What follows belongs to an exercise in optimizing a design on an open flow for small area; a production flow would make more cautious choices.

==> flow/design.v <==
module rf_riscv_mp #(
    parameter  int unsigned XLEN   = 32,
    parameter  int unsigned DEPTH  = 32,
    parameter  int unsigned NRD    = 4,
    parameter  int unsigned BYPASS = 1,
    localparam int unsigned AW     = $clog2(DEPTH)
) (
    input  logic                  clk_i,
    input  logic                  rst_i,
    output logic                  ready_o,
    input  logic [NRD*AW-1:0]     read_addr_i,
    output logic [NRD*XLEN-1:0]   read_data_o,
    input  logic                  we0_i,
    input  logic [AW-1:0]         wa0_i,
    input  logic [XLEN-1:0]       wd0_i,
    input  logic                  we1_i,
    input  logic [AW-1:0]         wa1_i,
    input  logic [XLEN-1:0]       wd1_i,
    output logic                  wr_conflict_o
);
    localparam logic [4:0] LFSR_INIT = 5'b00001;
    function automatic logic [4:0] lfsr_step(input logic [4:0] s);
        lfsr_step = {s[3:0], s[4] ^ s[2]};
    endfunction
    function automatic logic [4:0] lfsr_last();
        logic [4:0] s;
        s = LFSR_INIT;
        for (int i = 0; i < 30; i++) s = lfsr_step(s);
        lfsr_last = s;
    endfunction
    localparam logic [4:0] LFSR_LAST = lfsr_last();
    logic       run_q;
    logic [4:0] lfsr_q;
    logic       conflict_q;
    logic       wr0_en_c, wr1_en_c;
    always_ff @(posedge clk_i) begin
        if (rst_i) begin
            run_q      <= 1'b0;
            lfsr_q     <= LFSR_INIT;
            conflict_q <= 1'b0;
        end else begin
            lfsr_q     <= lfsr_step(lfsr_q);
            if (lfsr_q == LFSR_LAST) run_q <= 1'b1;
            conflict_q <= wr0_en_c && wr1_en_c && (wa0_i == wa1_i);
        end
    end
    assign wr0_en_c = run_q && we0_i && (wa0_i != '0);
    assign wr1_en_c = run_q && we1_i && (wa1_i != '0);
    logic [XLEN-1:0] mem_q [1:DEPTH-1];
    for (genvar r = 1; r < DEPTH; r++) begin : g_reg
        logic s1, s0, hold;
        assign s1   = !rst_i && wr1_en_c && (wa1_i == AW'(r));
        assign s0   = !rst_i && wr0_en_c && (wa0_i == AW'(r)) && !s1;
        assign hold = rst_i || (run_q && !s1 && !s0);
        logic [XLEN-1:0] mem_d;
        for (genvar b = 0; b < XLEN; b++) begin : g_bit
            rf_sel3 u_wr (
                .s0_i(s1), .d0_i(wd1_i[b]), .s1_i(s0), .d1_i(wd0_i[b]), .s2_i(hold), .d2_i(mem_q[r][b]),
                .y_o(mem_d[b])
            );
        end
        always_ff @(posedge clk_i) begin
            mem_q[r] <= mem_d;
        end
    end
    for (genvar k = 0; k < NRD; k++) begin : g_rd
        logic [AW-1:0]    raddr;
        logic             f1, f0;
        logic [DEPTH-1:1] rsel;
        logic [XLEN-1:0]  rdata;
        assign raddr = read_addr_i[k*AW +: AW];
        logic             hit1, hit0, nofwd;
        logic [7:0]       pre_hi;
        logic [3:0]       pre_lo;
        assign hit1  = (BYPASS != 0) && wr1_en_c && (wa1_i == raddr);
        assign hit0  = (BYPASS != 0) && wr0_en_c && (wa0_i == raddr);
        assign f1    = hit1;
        assign f0    = hit0 && !hit1;
        assign nofwd = run_q && !hit1 && !hit0;
        for (genvar i = 0; i < 8; i++) begin : g_hi
            assign pre_hi[i] = nofwd && (raddr[4:2] == 3'(i));
        end
        for (genvar j = 0; j < 4; j++) begin : g_lo
            assign pre_lo[j] = (raddr[1:0] == 2'(j));
        end
        for (genvar r = 1; r < DEPTH; r++) begin : g_sel
            assign rsel[r] = pre_hi[r/4] && pre_lo[r%4];
        end
        logic [32:0]     src_sel;
        logic [XLEN-1:0] src_dat [33];
        assign src_sel[0] = f1;
        assign src_dat[0] = wd1_i;
        assign src_sel[1] = f0;
        assign src_dat[1] = wd0_i;
        for (genvar r = 1; r < DEPTH; r++) begin : g_src
            assign src_sel[r+1] = rsel[r];
            assign src_dat[r+1] = mem_q[r];
        end
        for (genvar b = 0; b < XLEN; b++) begin : g_bit
            logic [10:0] grp_n;
            for (genvar g = 0; g < 11; g++) begin : g_grp
                rf_aoi3 u_aoi (
                    .s0_i(src_sel[3*g]),   .d0_i(src_dat[3*g][b]),
                    .s1_i(src_sel[3*g+1]), .d1_i(src_dat[3*g+1][b]),
                    .s2_i(src_sel[3*g+2]), .d2_i(src_dat[3*g+2][b]),
                    .y_n_o(grp_n[g])
                );
            end
            rf_nand11 u_or (.a_i(grp_n), .y_o(rdata[b]));
        end
        assign read_data_o[k*XLEN +: XLEN] = rdata;
    end
    assign ready_o       = run_q;
    assign wr_conflict_o = conflict_q;
endmodule
module rf_sel3 (
    input  logic s0_i, d0_i, s1_i, d1_i, s2_i, d2_i,
    output logic y_o
);
    assign y_o = (s0_i & d0_i) | (s1_i & d1_i) | (s2_i & d2_i);
endmodule
module rf_aoi3 (
    input  logic s0_i, d0_i, s1_i, d1_i, s2_i, d2_i,
    output logic y_n_o
);
    assign y_n_o = ~((s0_i & d0_i) | (s1_i & d1_i) | (s2_i & d2_i));
endmodule
module rf_nand11 (
    input  logic [10:0] a_i,
    output logic        y_o
);
    assign y_o = ~&a_i;
endmodule
make LEC_CHECK=0 CAP_MARGIN=5 CORE_MARGIN=2 CORE_UTILIZATION=50 GPL_TIMING_DRIVEN=0 SETUP_SLACK_MARGIN=0.05 SLEW_MARGIN=5 SYNTH_HIERARCHICAL=1 SYNTH_MINIMUM_KEEP_SIZE=0 finish   # period 6.0 ns
run.sh (not shown) runs the stock make flow with config.mk's settings and CLKGATE_MAP_FILE= SYNTH_SCRIPT=/design/flow/synth_recipe.tcl, a recipe that flattens the netlist after the stock synthesis.
The first run died in global routing (5_1_grt) (GRT-0116).
Edit:
--- a/flow/config.mk
+++ b/flow/config.mk
@@ -7,8 +7,7 @@
 export LEC_CHECK = 0
-export CAP_MARGIN = 5
+export CAP_MARGIN = 20
 export CORE_MARGIN = 2
-export CORE_UTILIZATION = 50
-export GPL_TIMING_DRIVEN = 0
-export SETUP_SLACK_MARGIN = 0.05
-export SLEW_MARGIN = 5
+export CORE_UTILIZATION = 65
+export SETUP_SLACK_MARGIN = 0.2
+export SLEW_MARGIN = 20
 export SYNTH_HIERARCHICAL = 1
=> The changed run failed in global routing (5_1_grt) (GRT-0116). Area after synthesis stays the same. Synthesized cell count does not change.
Edit:
--- a/flow/config.mk
+++ b/flow/config.mk
@@ -9,3 +9,4 @@
 export CORE_MARGIN = 2
-export CORE_UTILIZATION = 65
+export CORE_UTILIZATION = 50
+export GPL_TIMING_DRIVEN = 0
 export SETUP_SLACK_MARGIN = 0.2
Result: The changed run aborted during global routing (5_1_grt), error GRT-0116. Synthesized area stays the same. Synthesized cell count does not change.
Function was not checked in any run of this note: the RTL went through the layout flow alone.

* * *

RTL: the design.v shown in full above, as it stands there.
==> flow/config.mk <==
export PLATFORM = sky130hd
export DESIGN_NAME = rf_riscv_mp
export DESIGN_NICKNAME = rf_riscv_mp
export VERILOG_FILES = /design/flow/design.v
export SDC_FILE = /design/flow/constraint.sdc
export NUM_CORES = 4
export LEC_CHECK = 0
export CAP_MARGIN = 20
export CORE_AREA = 4 4 426 266
export DIE_AREA = 0 0 430 270
export GPL_TIMING_DRIVEN = 0
export SETUP_SLACK_MARGIN = 0.2
export SLEW_MARGIN = 20
export SYNTH_HIERARCHICAL = 1
export SYNTH_MINIMUM_KEEP_SIZE = 0
==> flow/constraint.sdc <==
create_clock -name core_clock -period 6.0 [get_ports {clk_i}]
set_input_delay 1.2000 -clock core_clock [delete_from_list [all_inputs] [get_ports {clk_i}]]
set_output_delay 1.2000 -clock core_clock [all_outputs]
set_load 0.01 [all_outputs]
standard.sh (not shown) runs the stock make flow with config.mk's settings and CLKGATE_MAP_FILE= SYNTH_SCRIPT=/design/flow/synth_recipe.tcl, a recipe that flattens the netlist after the stock synthesis.
==> flow/flow/run.sh <==
#!/bin/bash
# Standard ORFS layout, with the register array placed as a grid before global placement.
set -euo pipefail
here=$(pwd)
export PRE_GLOBAL_PLACE_SKIP_IO_TCL=$here/flow/array_place.tcl
export PRE_RESIZE_TCL=$here/flow/unfix.tcl
bash standard.sh finish > "$here/standard_flow.log" 2>&1
==> flow/flow/array_place.tcl <==
# Structured placement of the register array, run before global placement (skip IO).
# Flops, their write AND-OR-invert cells and the read AND-OR-invert cells are placed as a grid:
# 16 columns; register r uses two rows, the first holding bit c and the second bit c+16 of
# column c. The placed cells are marked FIRM so global placement arranges the rest around them;
# unfix.tcl releases them before resizing.
# ORFS sources hooks from inside a proc: run this file at global level instead
if {[info level] > 0} { uplevel #0 [list source [info script]]; return }
set block  [ord::get_db_block]
set core   [$block getCoreArea]
set site_w 460
set row_h  2720
set COLS   16
set PITCH  [expr {[info exists ::env(ARRAY_PITCH)] ? $::env(ARRAY_PITCH) : 48}]
set NREG   31
set NROWS  [expr {2 * $NREG}]
set rows   [$block getRows]
set row0_y [[lindex $rows 0] getOrigin]
set row0_x [lindex $row0_y 0]
set row0_y [lindex $row0_y 1]
set nrows_core [llength $rows]
set nsites_core [[lindex $rows 0] getSiteCount]

set first_row [expr {($nrows_core - $NROWS) / 2}]
set first_site [expr {($nsites_core - $COLS * $PITCH) / 2}]
if {$first_site < 0 || $first_row < 0} { error "array does not fit in the core" }

# Tap cells per row, as sorted x positions
array set taps {}
foreach inst [$block getInsts] {
  if {[[$inst getMaster] getType] eq "CORE_WELLTAP" || [string match "TAP_*" [$inst getName]]} {
    set loc [$inst getLocation]
    set ri [expr {([lindex $loc 1] - $row0_y) / $row_h}]
    lappend taps($ri) [lindex $loc 0]
  }
}

proc driver_of {net} {
  foreach it [$net getITerms] {
    if {[$it isOutputSignal]} { return [$it getInst] }
  }
  return ""
}

proc in_net {inst pin} {
  foreach it [$inst getITerms] {
    if {[[$it getMTerm] getName] eq $pin} { return [$it getNet] }
  }
  return ""
}

set placed 0
# place inst at x (dbu) in row ri
proc put_at {inst x ri} {
  global row_h row0_y rows placed
  set row [lindex $rows $ri]
  $inst setOrient [$row getOrient]
  $inst setLocation $x [expr {$row0_y + $ri * $row_h}]
  $inst setPlacementStatus FIRM
  incr placed
}

# pack the cells from x on in row ri, in order, but filling the gap before a tap cell with a
# later cell that fits when the next one does not; returns the new cursor
proc pack {cells x ri} {
  global taps site_w
  set tl {}
  if {[info exists taps($ri)]} { set tl [lsort -integer $taps($ri)] }
  while {[llength $cells] > 0} {
    set t ""
    foreach tx $tl { if {$tx + $site_w > $x} { set t $tx; break } }
    if {$t eq ""} { set gap 1000000000 } else { set gap [expr {$t - $x}] }
    if {$gap <= 0} { set x [expr {$t + $site_w}]; continue }
    set pick -1
    for {set i 0} {$i < [llength $cells]} {incr i} {
      if {[[[lindex $cells $i] getMaster] getWidth] <= $gap} { set pick $i; break }
    }
    if {$pick < 0} { set x [expr {$t + $site_w}]; continue }
    set inst [lindex $cells $pick]
    set cells [lreplace $cells $pick $pick]
    put_at $inst $x $ri
    set x [expr {$x + [[$inst getMaster] getWidth]}]
  }
  return $x
}

proc esc {s} { return [string map {[ \\[ ] \\]} $s] }

# Read AOI cells of bit b, in (group, lane) order, spread evenly over the 31 registers' rows
for {set b 0} {$b < 32} {incr b} {
  for {set i 0} {$i < 44} {incr i} {
    set g [expr {$i / 4}]
    set k [expr {$i % 4}]
    set net [$block findNet [esc "g_rd\[$k\].g_bit\[$b\].g_grp\[$g\].u_aoi.y_n_o"]]
    if {$net eq "NULL"} { error "no read net $k $b $g" }
    set r [expr {1 + ($i * $NREG) / 44}]
    lappend rd_cells($r,$b) [driver_of $net]
  }
}

for {set r 1} {$r <= $NREG} {incr r} {
  for {set b 0} {$b < 32} {incr b} {
    set c [expr {$b % 16}]
    set h [expr {$b / 16}]
    set ri [expr {$first_row + 2 * ($r - 1) + $h}]
    set x [expr {$row0_x + ($first_site + $c * $PITCH) * $site_w}]
    set ff [$block findInst [esc "mem_q\[$r\]\[$b\]\$_DFF_P_"]]
    if {$ff eq "NULL"} { error "no flop $r $b" }
    set winv [driver_of [in_net $ff D]]
    set cells [list $ff]
    if {$winv ne "" && [[$winv getMaster] getName] eq "sky130_fd_sc_hd__inv_1"} {
      lappend cells $winv
      set waoi [driver_of [in_net $winv A]]
      if {$waoi ne ""} { lappend cells $waoi }
    } elseif {$winv ne ""} {
      lappend cells $winv
    }
    set x [pack [concat $cells $rd_cells($r,$b)] $x $ri]
    set limit [expr {$row0_x + ($first_site + ($c + 1) * $PITCH) * $site_w}]
    if {$x > $limit} { puts "array_place: row $ri column $c overflows by [expr {($x - $limit) / $site_w}] sites" }
  }
}
puts "array_place: placed $placed cells, rows $first_row.. sites $first_site.., pitch $PITCH"
Other scripts of this flow, unchanged in this note and not shown: flow/flow/unfix.tcl
The starting point aborted during 3_3_place_gp (GPL-0305).
==> next run, changes <==
--- a/flow/flow/run.sh
+++ b/flow/flow/run.sh
@@ -6,2 +6,3 @@
 export PRE_RESIZE_TCL=$here/flow/unfix.tcl
+export BUFFER_PORTS_ARGS="-buffer_cell sky130_fd_sc_hd__buf_2"
 bash standard.sh finish > "$here/standard_flow.log" 2>&1
- GPL_ROUTABILITY_DRIVEN: unset -> 0
What happened: With this change the flow died in 5_1_grt; synthesized area is unchanged; synthesized cell count does not change.
==> next run, changes <==
--- a/flow/flow/run.sh
+++ b/flow/flow/run.sh
@@ -6,3 +6,2 @@
 export PRE_RESIZE_TCL=$here/flow/unfix.tcl
-export BUFFER_PORTS_ARGS="-buffer_cell sky130_fd_sc_hd__buf_2"
 bash standard.sh finish > "$here/standard_flow.log" 2>&1
--- a/flow/flow/array_place.tcl
+++ b/flow/flow/array_place.tcl
@@ -5,4 +5,2 @@
 # unfix.tcl releases them before resizing.
-# ORFS sources hooks from inside a proc: run this file at global level instead
-if {[info level] > 0} { uplevel #0 [list source [info script]]; return }
 set block  [ord::get_db_block]
@@ -51,5 +49,15 @@
 set placed 0
-# place inst at x (dbu) in row ri
-proc put_at {inst x ri} {
-  global row_h row0_y rows placed
+# place inst at site cursor (in dbu x) of row ri; returns the new cursor
+proc put {inst x ri} {
+  global taps row_h row0_y site_w rows placed
+  set w [[$inst getMaster] getWidth]
+  if {[info exists taps($ri)]} {
+    set moved 1
+    while {$moved} {
+      set moved 0
+      foreach tx $taps($ri) {
+        if {$x < $tx + $site_w && $tx < $x + $w} { set x [expr {$tx + $site_w}]; set moved 1 }
+      }
+    }
+  }
   set row [lindex $rows $ri]
@@ -59,26 +67,3 @@
   incr placed
-}
-
-# pack the cells from x on in row ri, in order, but filling the gap before a tap cell with a
-# later cell that fits when the next one does not; returns the new cursor
-proc pack {cells x ri} {
-  global taps site_w
-  set tl {}
-  if {[info exists taps($ri)]} { set tl [lsort -integer $taps($ri)] }
-  while {[llength $cells] > 0} {
-    set t ""
-    foreach tx $tl { if {$tx + $site_w > $x} { set t $tx; break } }
-    if {$t eq ""} { set gap 1000000000 } else { set gap [expr {$t - $x}] }
-    if {$gap <= 0} { set x [expr {$t + $site_w}]; continue }
-    set pick -1
-    for {set i 0} {$i < [llength $cells]} {incr i} {
-      if {[[[lindex $cells $i] getMaster] getWidth] <= $gap} { set pick $i; break }
-    }
-    if {$pick < 0} { set x [expr {$t + $site_w}]; continue }
-    set inst [lindex $cells $pick]
-    set cells [lreplace $cells $pick $pick]
-    put_at $inst $x $ri
-    set x [expr {$x + [[$inst getMaster] getWidth]}]
-  }
-  return $x
+  return [expr {$x + $w}]
 }
@@ -108,11 +93,11 @@
     set winv [driver_of [in_net $ff D]]
-    set cells [list $ff]
+    set x [put $ff $x $ri]
     if {$winv ne "" && [[$winv getMaster] getName] eq "sky130_fd_sc_hd__inv_1"} {
-      lappend cells $winv
       set waoi [driver_of [in_net $winv A]]
-      if {$waoi ne ""} { lappend cells $waoi }
+      set x [put $winv $x $ri]
+      if {$waoi ne ""} { set x [put $waoi $x $ri] }
     } elseif {$winv ne ""} {
-      lappend cells $winv
+      set x [put $winv $x $ri]
     }
-    set x [pack [concat $cells $rd_cells($r,$b)] $x $ri]
+    foreach a $rd_cells($r,$b) { set x [put $a $x $ri] }
     set limit [expr {$row0_x + ($first_site + ($c + 1) * $PITCH) * $site_w}]
- GPL_ROUTABILITY_DRIVEN: 0 -> unset
- GPL_TIMING_DRIVEN: 0 -> unset
What happened: The new run died in 3_1_place_gp_skip_io; area after synthesis is unchanged; synthesized cell count stays the same.
Function was not checked in any run of this note: the RTL went through the layout flow alone.
